Context: an optimization exercise on an open-source flow, tuned for small area. The choices shown serve that exercise and are no tape-out recipe. Function was checked by simulation only, so behaviour that the tests miss may differ from the original. Power is estimated from default activity; no workload was simulated.

==> maple <==
==> flow/design.v (excerpt) <==
module multicycle_cobra_core #(
   parameter int XLEN = 32,
   parameter int PC_W = 8
) (
   input  logic            clk,
   input  logic            rst,
   output logic            imem_req,
   output logic [PC_W-1:0] imem_addr,
   input  logic            imem_ack,
   input  logic [31:0]     imem_rdata,
   input  logic            in_valid,
   output logic            in_ready,
   input  logic [XLEN-1:0] in_data,
   output logic [XLEN-1:0] out_data,
   output logic            out_valid
);
export LEC_CHECK = 0
export CAP_MARGIN = 20
export CORE_MARGIN = 2
export CORE_UTILIZATION = 60
export PLACE_DENSITY = 0.7
export SLEW_MARGIN = 20
create_clock -name core_clock -period 10.0 [get_ports {clk}]
standard.sh (not shown) runs the stock make flow with config.mk's settings and CLKGATE_MAP_FILE= SYNTH_SCRIPT=/design/flow/synth_recipe.tcl, a recipe that flattens the netlist after the stock synthesis.
==> flow/flow/run.sh <==
#!/bin/bash
# Standard ORFS layout; only the clock-tree options and the port buffer cell are changed.
set -euo pipefail
export CTS_ARGS="-sink_clustering_enable -repair_clock_nets -dont_use_dummy_load -sink_clustering_size 40 -sink_clustering_max_diameter 50 -buf_list sky130_fd_sc_hd__clkbuf_16"
export BUFFER_PORTS_ARGS="-buffer_cell sky130_fd_sc_hd__buf_1"
bash standard.sh > standard.log 2>&1
==> pepper: changes against maple <==
==> flow/run.sh (new file) <==
#!/bin/bash
# synth_recipe.tcl (not shown) runs the flow's synth.tcl, then flattens the netlist and writes it again
# the make line also repeats each setting of config.mk as NAME=value (left out here)
make -C /OpenROAD-flow-scripts/flow DESIGN_CONFIG=/design/flow/config.mk WORK_HOME=/design/flow/orfs CLKGATE_MAP_FILE= SYNTH_SCRIPT=/design/flow/synth_recipe.tcl finish
Settings changed: CTS_BUF_LIST set to sky130_fd_sc_hd__clkbuf_4, CTS_CLUSTER_SIZE set to 20.
removed: flow/flow/run.sh
removed: flow/standard.sh
==> garnet: changes against maple <==
==> flow/run.sh (new file) <==
#!/bin/bash
# synth_recipe.tcl (not shown) runs the flow's synth.tcl, then flattens the netlist and writes it again
# the make line also repeats each setting of config.mk as NAME=value (left out here)
make -C /OpenROAD-flow-scripts/flow DESIGN_CONFIG=/design/flow/config.mk WORK_HOME=/design/flow/orfs CLKGATE_MAP_FILE= SYNTH_SCRIPT=/design/flow/synth_recipe.tcl finish
Settings changed: CORE_UTILIZATION 60 to 25, PLACE_DENSITY 0.7 to 0.45.
removed: flow/flow/run.sh
removed: flow/standard.sh
==> summary of the runs <==
- maple completed without violations. garnet ran to the end with no violations. pepper completed with no timing, DRC or antenna violations.
- Register-to-register slack is about the same in pepper and maple.
- Global-route usage: pepper > maple > garnet.
- Clock skew: pepper < garnet < maple.
- Setup slack: maple > garnet > pepper.
- Die area is the same in pepper and maple.


==> 06-20: inputs <==
multicycle_cobra_core again, from the RTL that the note above started with.
Design multicycle_cobra_core, start of the top module:
module multicycle_cobra_core #(
   parameter int XLEN = 32,
   parameter int PC_W = 8
) (
   input  logic            clk,
   input  logic            rst,
   output logic            imem_req,
   output logic [PC_W-1:0] imem_addr,
   input  logic            imem_ack,
   input  logic [31:0]     imem_rdata,
   input  logic            in_valid,
   output logic            in_ready,
   input  logic [XLEN-1:0] in_data,
   output logic [XLEN-1:0] out_data,
   output logic            out_valid
);
clock: 10.0 ns
lec_check: 0
cap_margin: 20
core_margin: 2
core_utilization: 60
cts_buf_list: sky130_fd_sc_hd__clkbuf_8
cts_cluster_size: 30
place_density: 0.7
slew_margin: 20
run.sh (not shown) runs the stock make flow with config.mk's settings and CLKGATE_MAP_FILE= SYNTH_SCRIPT=/design/flow/synth_recipe.tcl, a recipe that flattens the netlist after the stock synthesis.
Stock flow here: none of the scripts above is used.
==> 05-04 (differences from 06-20) <==
==> flow/flow/run.sh (new file) <==
#!/bin/bash
# Standard ORFS layout; only the clock-tree options and the port buffer cell are changed.
set -euo pipefail
export CTS_ARGS="-sink_clustering_enable -repair_clock_nets -dont_use_dummy_load -sink_clustering_size 18 -sink_clustering_max_diameter 40 -buf_list sky130_fd_sc_hd__clkbuf_8"
export BUFFER_PORTS_ARGS="-buffer_cell sky130_fd_sc_hd__buf_1"
bash standard.sh > standard.log 2>&1
==> flow/standard.sh (new file) <==
#!/bin/bash
# synth_recipe.tcl (not shown) runs the flow's synth.tcl, then flattens the netlist and writes it again
# the make line also repeats each setting of config.mk as NAME=value (left out here)
make -C /OpenROAD-flow-scripts/flow DESIGN_CONFIG=/design/flow/config.mk WORK_HOME=/design/flow/orfs CLKGATE_MAP_FILE= SYNTH_SCRIPT=/design/flow/synth_recipe.tcl "${@:-finish}"
--- a/flow/config.mk
+++ b/flow/config.mk
@@ -6,9 +6,8 @@
 export NUM_CORES = 4
 export LEC_CHECK = 0
+export ABC_AREA = 1
 export CAP_MARGIN = 20
 export CORE_MARGIN = 2
 export CORE_UTILIZATION = 60
-export CTS_BUF_LIST = sky130_fd_sc_hd__clkbuf_8
-export CTS_CLUSTER_SIZE = 30
 export PLACE_DENSITY = 0.7
 export SLEW_MARGIN = 20
removed: flow/run.sh
==> 07-03 (differences from 06-20) <==
==> flow/flow/run.sh (new file) <==
#!/bin/bash
# Standard ORFS layout with three changes: an area-oriented ABC script for the combinational
# logic (flow/abc_area.script, used through ABC_AREA=1 from a copy of the ORFS scripts folder),
# no hard adder cells (ADDER_MAP_FILE empty, so ABC maps the adders with the rest),
# smaller clock-tree clusters without dummy loads, and buf_1 as the port buffer cell.
set -euo pipefail
rm -rf scripts_abc
cp -r "$FLOW_HOME/scripts" scripts_abc
chmod -R u+w scripts_abc
cp flow/abc_area.script scripts_abc/abc_area.script
export SCRIPTS_DIR="$PWD/scripts_abc"
export CTS_ARGS="-sink_clustering_enable -repair_clock_nets -dont_use_dummy_load -sink_clustering_size 21 -sink_clustering_max_diameter 45 -buf_list sky130_fd_sc_hd__clkbuf_8 -root_buf sky130_fd_sc_hd__clkbuf_16 -tree_buf sky130_fd_sc_hd__clkbuf_8"
export ADDER_MAP_FILE=
export BUFFER_PORTS_ARGS="-buffer_cell sky130_fd_sc_hd__buf_1"
bash standard.sh > standard.log 2>&1
==> flow/flow/abc_area.script (new file) <==
strash
&get -n
&deepsyn -T 60
&put
dc2
&get -n
&dch -f
&nf -a
&put
topo
stime -c
==> flow/standard.sh (new file) <==
#!/bin/bash
# synth_recipe.tcl (not shown) runs the flow's synth.tcl, then flattens the netlist and writes it again
# the make line also repeats each setting of config.mk as NAME=value (left out here)
make -C /OpenROAD-flow-scripts/flow DESIGN_CONFIG=/design/flow/config.mk WORK_HOME=/design/flow/orfs CLKGATE_MAP_FILE= SYNTH_SCRIPT=/design/flow/synth_recipe.tcl "${@:-finish}"
--- a/flow/config.mk
+++ b/flow/config.mk
@@ -6,9 +6,8 @@
 export NUM_CORES = 4
 export LEC_CHECK = 0
+export ABC_AREA = 1
 export CAP_MARGIN = 20
 export CORE_MARGIN = 2
 export CORE_UTILIZATION = 60
-export CTS_BUF_LIST = sky130_fd_sc_hd__clkbuf_8
-export CTS_CLUSTER_SIZE = 30
 export PLACE_DENSITY = 0.7
 export SLEW_MARGIN = 20
removed: flow/run.sh
==> impl_metrics.py <==
metrics = {
    "final_layout": {
        "inverters": 71,
        "multi_input_area_um2": 3030,
    },
    "placed_design": {
        "dpl_cell_area_um2": 26500,
        "place_congestion": 0.854,
    },
    "logic_synthesis": {
        "synth_top_cell_area_share_pct": 80.4,
        "synth_cell_types": 47,
    },
    "run_status": {
        "outcome": "complete, no violations",
    },
    "pwr": {
        "pwr-share-clk_pct": 29.2,
        "comb_power_share_pct": 2.2,
    },
}
the above is filed under 05-04

==> impl_metrics.py <==
metrics = {
    "logic_synthesis": {
        "synth_cell_types": 79,
    },
    "final_layout": {
        "final_cell_area_um2": 30600,
        "inverters": 21,
    },
    "pwr": {
        "pwr-share-clk_pct": 42.5,
        "comb_power_share_pct": 0.9,
    },
    "run_status": {
        "outcome": "complete, no violations",
    },
    "placed_design": {
        "dpl_cell_area_um2": 27600,
    },
}
the above is filed under 06-20

==> impl_metrics.py <==
metrics = {
    "pwr": {
        "comb_power_share_pct": 0.6,
    },
    "placed_design": {
        "place_congestion": 0.858,
        "dpl_cell_area_um2": 25800,
    },
    "logic_synthesis": {
        "synth_cell_types": 55,
        "synth_top_cell_area_share_pct": 83.2,
    },
    "run_status": {
        "outcome": "complete, no violations",
    },
    "final_layout": {
        "multi_input_area_um2": 2530,
        "inverters": 17,
    },
}
the above is filed under 07-03

-- what the ideal ports hide --
No port has a modelled driver above. Below, the same layouts with a new extraction and two added sets of constraints.
Step 1: set_driving_cell puts a clkbuf_16 on clk and a buf_2 on each other input, an assumption about the parent block.
Step 2 adds t to the input delays and takes it off the output delays; t is the mean of the earliest and latest rising clock arrival at the registers after step 1. Input paths then give back, and output paths get back, about the clock's delay inside the block.
Slacks: no drivers / after step 1 / after step 2; pairs: no drivers / after step 1.
run | t, ns | setup WS [ns] | clock arrival spread, ns | worst register clock-pin slew, ns | worst slew at a driven data input, ns
maple | 0.645 | 1.631 / 1.579 / 2.224 | 0.070 / 0.070 | 0.13 / 0.13 | 0.08
pepper | 1.037 | 0.805 / 0.757 / 1.794 | 0.053 / 0.052 | 0.08 / 0.08 | 0.09
garnet | 0.692 | 1.106 / 1.048 / 1.740 | 0.052 / 0.052 | 0.07 / 0.07 | 0.10
06-20 | 0.796 | 1.025 / 0.973 / 1.769 | 0.032 / 0.032 | 0.07 / 0.07 | 0.09
05-04 | 0.697 | 2.249 / 2.201 / 2.897 | 0.095 / 0.095 | 0.10 / 0.10 | 0.10
07-03 | 0.595 | 1.005 / 0.951 / 1.546 | 0.085 / 0.085 | 0.12 / 0.12 | 0.07
After both steps every run listed still meets setup and hold.
